Background: an optimization exercise with open tools, aiming at small area, a short achievable clock period and few clock cycles per item. Do not read the settings as production practice.
Where RTL was checked, it was by simulation tests only, not by an equivalence proof against the original.
The clock port is modelled as an ideal driver; clocking choices that lean on that would not hold on a real chip.
Power and IR drop assume default switching activity.

==> job 9544: inputs <==
==> flow/design.v <==
package conv_pkg;
   localparam int DATA_W = 14;
   localparam int ACC_W  = 28;
   localparam int LANES  = 8;
   typedef logic signed [DATA_W-1:0] data_t;
endpackage
module sel_cell (
   input  logic            sel_n,
   input  logic            keep_n,
   input  conv_pkg::data_t nw,
   input  conv_pkg::data_t old,
   output conv_pkg::data_t y
);
   assign y = ~(({conv_pkg::DATA_W{sel_n}} | nw) & ({conv_pkg::DATA_W{keep_n}} | old));
endmodule
module mac_operand_scatter
#(
   parameter int N_TAPS   = 16,
   parameter int TREE_LAT = 5
) (
   input  logic                      clk,
   input  logic                      reset,
   input  conv_pkg::data_t                     in_data,
   input  logic                      in_valid,
   output logic                      in_ready,
   input  logic                      flush,
   input  logic                      w_we,
   input  logic [$clog2(N_TAPS)-1:0] w_addr,
   input  conv_pkg::data_t                     w_data,
   output logic                      w_err,
   output conv_pkg::data_t [conv_pkg::LANES-1:0]         lane_a,
   output conv_pkg::data_t [conv_pkg::LANES-1:0]         lane_b,
   output logic                      mac_en,
   output logic                      mac_clear,
   output logic                      sum_capture
);
   localparam int L = conv_pkg::LANES;
   logic              r_ph;           
   logic              r_rdy;          
   logic              r_en;           
   logic [3:0]        r_cnt;          
   logic [TREE_LAT+2:0] r_pipe;       
   conv_pkg::data_t   r_a [L];        
   conv_pkg::data_t   r_b [L];        
   conv_pkg::data_t   r_wa [L];       
   conv_pkg::data_t   r_wb [L];       
   logic              w_full;
   logic              w_shift;
   logic              w_sel_n, w_keep_n;
   logic              w_accept;
   logic              w_form;
   logic              w_wr;
   conv_pkg::data_t   w_dn, w_dz;
   assign w_full   = (r_cnt == 4'd15);
   assign in_ready = r_rdy;
   assign w_shift  = in_valid & r_rdy;
   assign w_sel_n  = ~w_shift | reset;
   assign w_keep_n = w_shift | reset;
   assign w_accept = w_shift & ~flush & ~reset;
   assign w_form   = w_accept & w_full;
   assign w_wr     = w_we & ~(r_pipe[0] & w_addr[3]);
   assign w_dn     = ~w_data;
   assign w_dz     = reset ? '0 : w_data;
   for (genvar gi = 0; gi < L; gi++) begin : g_bank
      conv_pkg::data_t w_sa, w_sb, w_na, w_nb;
      if (gi < L - 1) begin : g_mid
         assign w_sa = r_b[gi+1];
         assign w_sb = r_a[gi+1];
      end else begin : g_top
         assign w_sa = r_ph ? ~r_a[0] : ~in_data;
         assign w_sb = r_ph ? in_data : ~r_b[0];
      end
      sel_cell u_na (.sel_n(w_sel_n), .keep_n(w_keep_n), .nw(w_sa), .old(r_b[gi]), .y(w_na));
      sel_cell u_nb (.sel_n(w_sel_n), .keep_n(w_keep_n), .nw(w_sb), .old(r_a[gi]), .y(w_nb));
      logic w_hit, w_hit_a, w_hit_b;
      logic w_sel_a_n, w_keep_a_n, w_sel_b_n, w_keep_b_n;
      conv_pkg::data_t w_wna, w_wnb;
      assign w_hit      = w_wr && w_addr[2:0] == 3'(gi);
      assign w_hit_a    = w_hit & (w_addr[3] != r_ph);
      assign w_hit_b    = w_hit & (w_addr[3] == r_ph);
      assign w_sel_a_n  = ~w_hit_a | reset;
      assign w_keep_a_n = w_hit_a | reset;
      assign w_sel_b_n  = ~w_hit_b & ~reset;
      assign w_keep_b_n = w_hit_b;
      sel_cell u_wna (.sel_n(w_sel_a_n), .keep_n(w_keep_a_n), .nw(w_dn), .old(r_wb[gi]), .y(w_wna));
      sel_cell u_wnb (.sel_n(w_sel_b_n), .keep_n(w_keep_b_n), .nw(w_dz), .old(r_wa[gi]), .y(w_wnb));
      always_ff @(posedge clk) begin
         r_a[gi]  <= w_na;
         r_b[gi]  <= w_nb;
         r_wa[gi] <= w_wna;
         r_wb[gi] <= w_wnb;
      end
      assign lane_a[gi] = r_a[gi];
      assign lane_b[gi] = r_wa[gi];
   end
   always_ff @(posedge clk) begin
      if (reset) begin
         r_ph   <= 1'b0;
         r_rdy  <= 1'b1;
         r_en   <= 1'b0;
         r_cnt  <= '0;
         r_pipe <= '0;
         w_err  <= 1'b0;
      end else begin
         r_ph  <= ~r_ph;
         r_rdy <= flush | ~r_ph | ~(w_full | (w_accept & r_cnt == 4'd14));
         r_en  <= ~flush & (w_form | r_pipe[0]);
         if (flush)                   r_cnt <= '0;
         else if (w_accept & ~w_full) r_cnt <= r_cnt + 1'b1;
         if (flush) r_pipe <= '0;
         else       r_pipe <= {r_pipe[TREE_LAT+1:0], w_form};
         w_err <= w_we & ~w_wr;
      end
   end
   assign mac_en      = r_en;
   assign mac_clear   = r_pipe[0];
   assign sum_capture = r_pipe[TREE_LAT+2];
endmodule
==> flow/flow/run.sh <==
#!/bin/bash
# The standard layout, with the port buffers made of the smallest buffer
# cell instead of the one ORFS picks by default.
set -euo pipefail
export BUFFER_PORTS_ARGS="-buffer_cell sky130_fd_sc_hd__buf_1"
bash standard.sh > standard_flow.log 2>&1
==> flow/standard.sh <==
#!/bin/bash
# synth_recipe.tcl (not shown) runs the flow's synth.tcl, then flattens the netlist and writes it again
# the make line also repeats each setting of config.mk as NAME=value (left out here)
make -C /OpenROAD-flow-scripts/flow DESIGN_CONFIG=/design/flow/config.mk WORK_HOME=/design/flow/orfs CLKGATE_MAP_FILE= SYNTH_SCRIPT=/design/flow/synth_recipe.tcl "${@:-finish}"
==> flow/config.mk <==
export PLATFORM = sky130hd
export DESIGN_NAME = mac_operand_scatter
export DESIGN_NICKNAME = mac_operand_scatter
export VERILOG_FILES = /design/flow/design.v
export SDC_FILE = /design/flow/constraint.sdc
export NUM_CORES = 4
export LEC_CHECK = 0
export CAP_MARGIN = 20
export CORE_MARGIN = 2
export CORE_UTILIZATION = 40
export SLEW_MARGIN = 20
export SYNTH_HIERARCHICAL = 1
export SYNTH_MINIMUM_KEEP_SIZE = 0
==> flow/constraint.sdc <==
create_clock -name core_clock -period 5.0 [get_ports {clk}]
set_input_delay 1.0000 -clock core_clock [delete_from_list [all_inputs] [get_ports {clk}]]
set_output_delay 1.0000 -clock core_clock [all_outputs]
set_load 0.01 [all_outputs]
==> job 8400 (differences from job 9544) <==
--- a/flow/design.v
+++ b/flow/design.v
@@ -54,8 +54,8 @@
    assign w_full   = (r_cnt == 4'd15);
    assign in_ready = r_rdy;
    assign w_shift  = in_valid & r_rdy;
-   assign w_sel_n  = ~w_shift | reset;
-   assign w_keep_n = w_shift | reset;
+   assign w_sel_n  = ~w_shift;
+   assign w_keep_n = w_shift;
    assign w_accept = w_shift & ~flush & ~reset;
    assign w_form   = w_accept & w_full;
    assign w_wr     = w_we & ~(r_pipe[0] & w_addr[3]);
==> flow/flow/run.sh (replaced) <==
#!/bin/bash
# The standard layout with two changes:
# - the port buffers are made of the smallest buffer cell instead of the one
#   ORFS picks by default;
# - after clock tree synthesis the tree's root buffer is removed, so the clock
#   port drives the tree's first level (two buffers) directly; timing is then
#   repaired (post_cts.tcl) instead of before the removal.
set -euo pipefail
export BUFFER_PORTS_ARGS="-buffer_cell sky130_fd_sc_hd__buf_1"
export SKIP_CTS_REPAIR_TIMING=1
export POST_CTS_TCL="$PWD/flow/post_cts.tcl"
bash standard.sh > standard_flow.log 2>&1
==> flow/flow/post_cts.tcl (new file) <==
proc remove_clock_root {} {
  set block [ord::get_db_block]
  set clk [$block findNet clk]
  set root ""
  foreach it [$clk getITerms] { if {[$it isInputSignal]} { set root [$it getInst] } }
  if {$root eq ""} { puts "remove_clock_root: no root buffer"; return }
  set rootout ""
  foreach it [$root getITerms] { if {[$it isOutputSignal]} { set rootout [$it getNet] } }
  set loads {}
  foreach it [$rootout getITerms] { if {[$it isInputSignal]} { lappend loads $it } }
  if {[llength $loads] + [llength [$clk getITerms]] - 1 > 4} {
    puts "remove_clock_root: root buffer drives [llength $loads] pins, kept"
    return
  }
  foreach it $loads { $it disconnect; $it connect $clk }
  puts "remove_clock_root: removed [$root getName], moved [llength $loads] loads to clk"
  odb::dbInst_destroy $root
  odb::dbNet_destroy $rootout
}

remove_clock_root
estimate_parasitics -placement
report_clock_latency
repair_timing_helper
detailed_placement
check_placement -verbose
estimate_parasitics -placement
report_worst_slack
CORE_UTILIZATION = 70   (was 40)
CTS_CLUSTER_DIAMETER = 60   (was not set)
CTS_CLUSTER_SIZE = 30   (was not set)
PLACE_DENSITY = 0.8   (was not set)
SETUP_SLACK_MARGIN = 2.9   (was not set)
==> notes <==
Job 9544 completed without violations. Job 8400 completed without violations.
Of job 9544 and job 8400, job 9544 has the higher power (gap about 18%, measured against job 8400).
Between job 8400 and job 9544, the lower clock-buffer cell count is in job 8400 (gap 49).
In critical path depth, job 9544 and job 8400 do not differ.
Between job 8400 and job 9544, the lower clock power is in job 8400 (gap about 44%, measured against job 9544).
Between job 8400 and job 9544, the lower clock skew is in job 9544 (gap 0.87 ps).
Sequential cell count is the same in job 8400 and job 9544.
Against job 9544, the combinational power of job 8400 is larger by about 28%.
Testbench counts of job 8400, summed over its fixed seeds: cycles 4,272, items 2,048.
Only the layout flow was run in job 9544; the RTL was not checked for function there.

---

==> juniper: inputs <==
Starts from the design.v that is shown in full above.
clock: 5.0 ns
lec_check: 0
cap_margin: 20
core_margin: 2
core_utilization: 40
slew_margin: 20
synth_hierarchical: 1
synth_minimum_keep_size: 0
run.sh (not shown) runs the stock make flow with config.mk's settings and CLKGATE_MAP_FILE= SYNTH_SCRIPT=/design/flow/synth_recipe.tcl, a recipe that flattens the netlist after the stock synthesis.
Stock flow here: none of the scripts above is used.
==> fjord (differences from juniper) <==
--- a/flow/design.v
+++ b/flow/design.v
@@ -54,8 +54,8 @@
    assign w_full   = (r_cnt == 4'd15);
    assign in_ready = r_rdy;
    assign w_shift  = in_valid & r_rdy;
-   assign w_sel_n  = ~w_shift | reset;
-   assign w_keep_n = w_shift | reset;
+   assign w_sel_n  = ~w_shift;
+   assign w_keep_n = w_shift;
    assign w_accept = w_shift & ~flush & ~reset;
    assign w_form   = w_accept & w_full;
    assign w_wr     = w_we & ~(r_pipe[0] & w_addr[3]);
==> flow/flow/run.sh (new file) <==
#!/bin/bash
# The standard layout with two changes:
# - the port buffers are made of the smallest buffer cell instead of the one
#   ORFS picks by default;
# - after clock tree synthesis the tree's root buffer is removed, so the clock
#   port drives the tree's first level (two buffers) directly; timing is then
#   repaired (post_cts.tcl) instead of before the removal.
set -euo pipefail
export BUFFER_PORTS_ARGS="-buffer_cell sky130_fd_sc_hd__buf_1"
export SKIP_CTS_REPAIR_TIMING=1
export POST_CTS_TCL="$PWD/flow/post_cts.tcl"
bash standard.sh > standard_flow.log 2>&1
==> flow/flow/post_cts.tcl (new file) <==
proc remove_clock_root {} {
  set block [ord::get_db_block]
  set clk [$block findNet clk]
  set root ""
  foreach it [$clk getITerms] { if {[$it isInputSignal]} { set root [$it getInst] } }
  if {$root eq ""} { puts "remove_clock_root: no root buffer"; return }
  set rootout ""
  foreach it [$root getITerms] { if {[$it isOutputSignal]} { set rootout [$it getNet] } }
  set loads {}
  foreach it [$rootout getITerms] { if {[$it isInputSignal]} { lappend loads $it } }
  if {[llength $loads] + [llength [$clk getITerms]] - 1 > 4} {
    puts "remove_clock_root: root buffer drives [llength $loads] pins, kept"
    return
  }
  foreach it $loads { $it disconnect; $it connect $clk }
  puts "remove_clock_root: removed [$root getName], moved [llength $loads] loads to clk"
  odb::dbInst_destroy $root
  odb::dbNet_destroy $rootout
}

remove_clock_root
estimate_parasitics -placement
report_clock_latency
repair_timing_helper
detailed_placement
check_placement -verbose
estimate_parasitics -placement
report_worst_slack
==> flow/standard.sh (new file) <==
#!/bin/bash
# synth_recipe.tcl (not shown) runs the flow's synth.tcl, then flattens the netlist and writes it again
# the make line also repeats each setting of config.mk as NAME=value (left out here)
make -C /OpenROAD-flow-scripts/flow DESIGN_CONFIG=/design/flow/config.mk WORK_HOME=/design/flow/orfs CLKGATE_MAP_FILE= SYNTH_SCRIPT=/design/flow/synth_recipe.tcl "${@:-finish}"
- CAP_MARGIN: 20 -> 0
- CORE_UTILIZATION: 40 -> 70
- CTS_CLUSTER_DIAMETER: default -> 60
- CTS_CLUSTER_SIZE: default -> 30
- PLACE_DENSITY: default -> 0.8
- SETUP_SLACK_MARGIN: default -> 2.9
- SLEW_MARGIN: 20 -> 0
removed: flow/run.sh
==> indigo (differences from juniper) <==
--- a/flow/design.v
+++ b/flow/design.v
@@ -54,8 +54,8 @@
    assign w_full   = (r_cnt == 4'd15);
    assign in_ready = r_rdy;
    assign w_shift  = in_valid & r_rdy;
-   assign w_sel_n  = ~w_shift | reset;
-   assign w_keep_n = w_shift | reset;
+   assign w_sel_n  = ~w_shift;
+   assign w_keep_n = w_shift;
    assign w_accept = w_shift & ~flush & ~reset;
    assign w_form   = w_accept & w_full;
    assign w_wr     = w_we & ~(r_pipe[0] & w_addr[3]);
==> flow/flow/run.sh (new file) <==
#!/bin/bash
# The standard layout, with the port buffers made of the smallest buffer
# cell instead of the one ORFS picks by default.
set -euo pipefail
export BUFFER_PORTS_ARGS="-buffer_cell sky130_fd_sc_hd__buf_1"
bash standard.sh > standard_flow.log 2>&1
==> flow/standard.sh (new file) <==
#!/bin/bash
# synth_recipe.tcl (not shown) runs the flow's synth.tcl, then flattens the netlist and writes it again
# the make line also repeats each setting of config.mk as NAME=value (left out here)
make -C /OpenROAD-flow-scripts/flow DESIGN_CONFIG=/design/flow/config.mk WORK_HOME=/design/flow/orfs CLKGATE_MAP_FILE= SYNTH_SCRIPT=/design/flow/synth_recipe.tcl "${@:-finish}"
- CORE_UTILIZATION: 40 -> 80
- CTS_CLUSTER_DIAMETER: default -> 60
- CTS_CLUSTER_SIZE: default -> 30
- PLACE_DENSITY: default -> 0.88
- SETUP_SLACK_MARGIN: default -> 2.9
removed: flow/run.sh
==> qor summary <==
	indigo	fjord	juniper
Run status	no timing/DRC/antenna violations	no timing/DRC/antenna violations	no timing/DRC/antenna violations
Met1 Routed Length	14.3 mm	14.3 mm	17.4 mm
Power Clock	1.90 mW	1.92 mW	3.28 mW
Compound-gate portion of the synthesized area	22.2%	22.2%	22.3%
Number of optimization iterations in the first detailed-route pass	8	5	4
Critical path depth in cells	1	4	5
Worst Hold Path EP	r_wa[0][12]	r_wa[4][3]	r_wa[3][8]
Unrepaired setup endpoints after global routing	no	yes	no
Site row count	47	51	67
CTS buffer count	19	-	44
Max clock buf depth	3	-	3
Sequential power	4.31 mW	4.26 mW	4.11 mW
Utilization of the core after routing	92.4%	79.1%	53.0%
Sequential share of cell area	61.2%	61.0%	52.2%
Kind of capture point of the worst setup path	output port	flip-flop	flip-flop
Testbench counts of fjord, summed over its fixed seeds: cycles 4,272, items 2,048.
Testbench counts of indigo, summed over its fixed seeds: cycles 4,272, items 2,048.
The RTL of juniper was laid out without a check of its function.

-- separate check: timing with driven ports --
The results above use ideal ports. As a check the final layouts listed here were re-extracted and re-timed, cells and wires unchanged. Step 1, drivers: a clkbuf_16 drives clk and a buf_2 each remaining input, both assumed. Step 2 also shifts input and output timing later by t, the mid clock arrival at the registers, as if the neighbouring blocks saw the same clock. Slacks: no drivers / after step 1 / after step 2; pairs: no drivers / after step 1.
run	t, ns	setup WS [ns]	worst hold slack (ns)	worst setup path after step 2
job 9544	0.597	2.305 / 2.302 / 1.704	0.402 / 0.402 / 0.402	input to register
job 8400	0.466	2.926 / 2.876 / 2.501	0.410 / 0.410 / 0.410	input to register
juniper	0.589	2.344 / 2.343 / 1.754	0.402 / 0.402 / 0.402	input to register
fjord	0.466	2.926 / 2.876 / 2.501	0.410 / 0.410 / 0.410	input to register
indigo	0.571	2.860 / 2.813 / 2.318	0.422 / 0.422 / 0.422	input to register
After both steps setup and hold are still met in every run listed. For job 9544, which loses most, drivers alone change the setup slack by -0.003 ns; drivers and shift together by -0.601 ns.
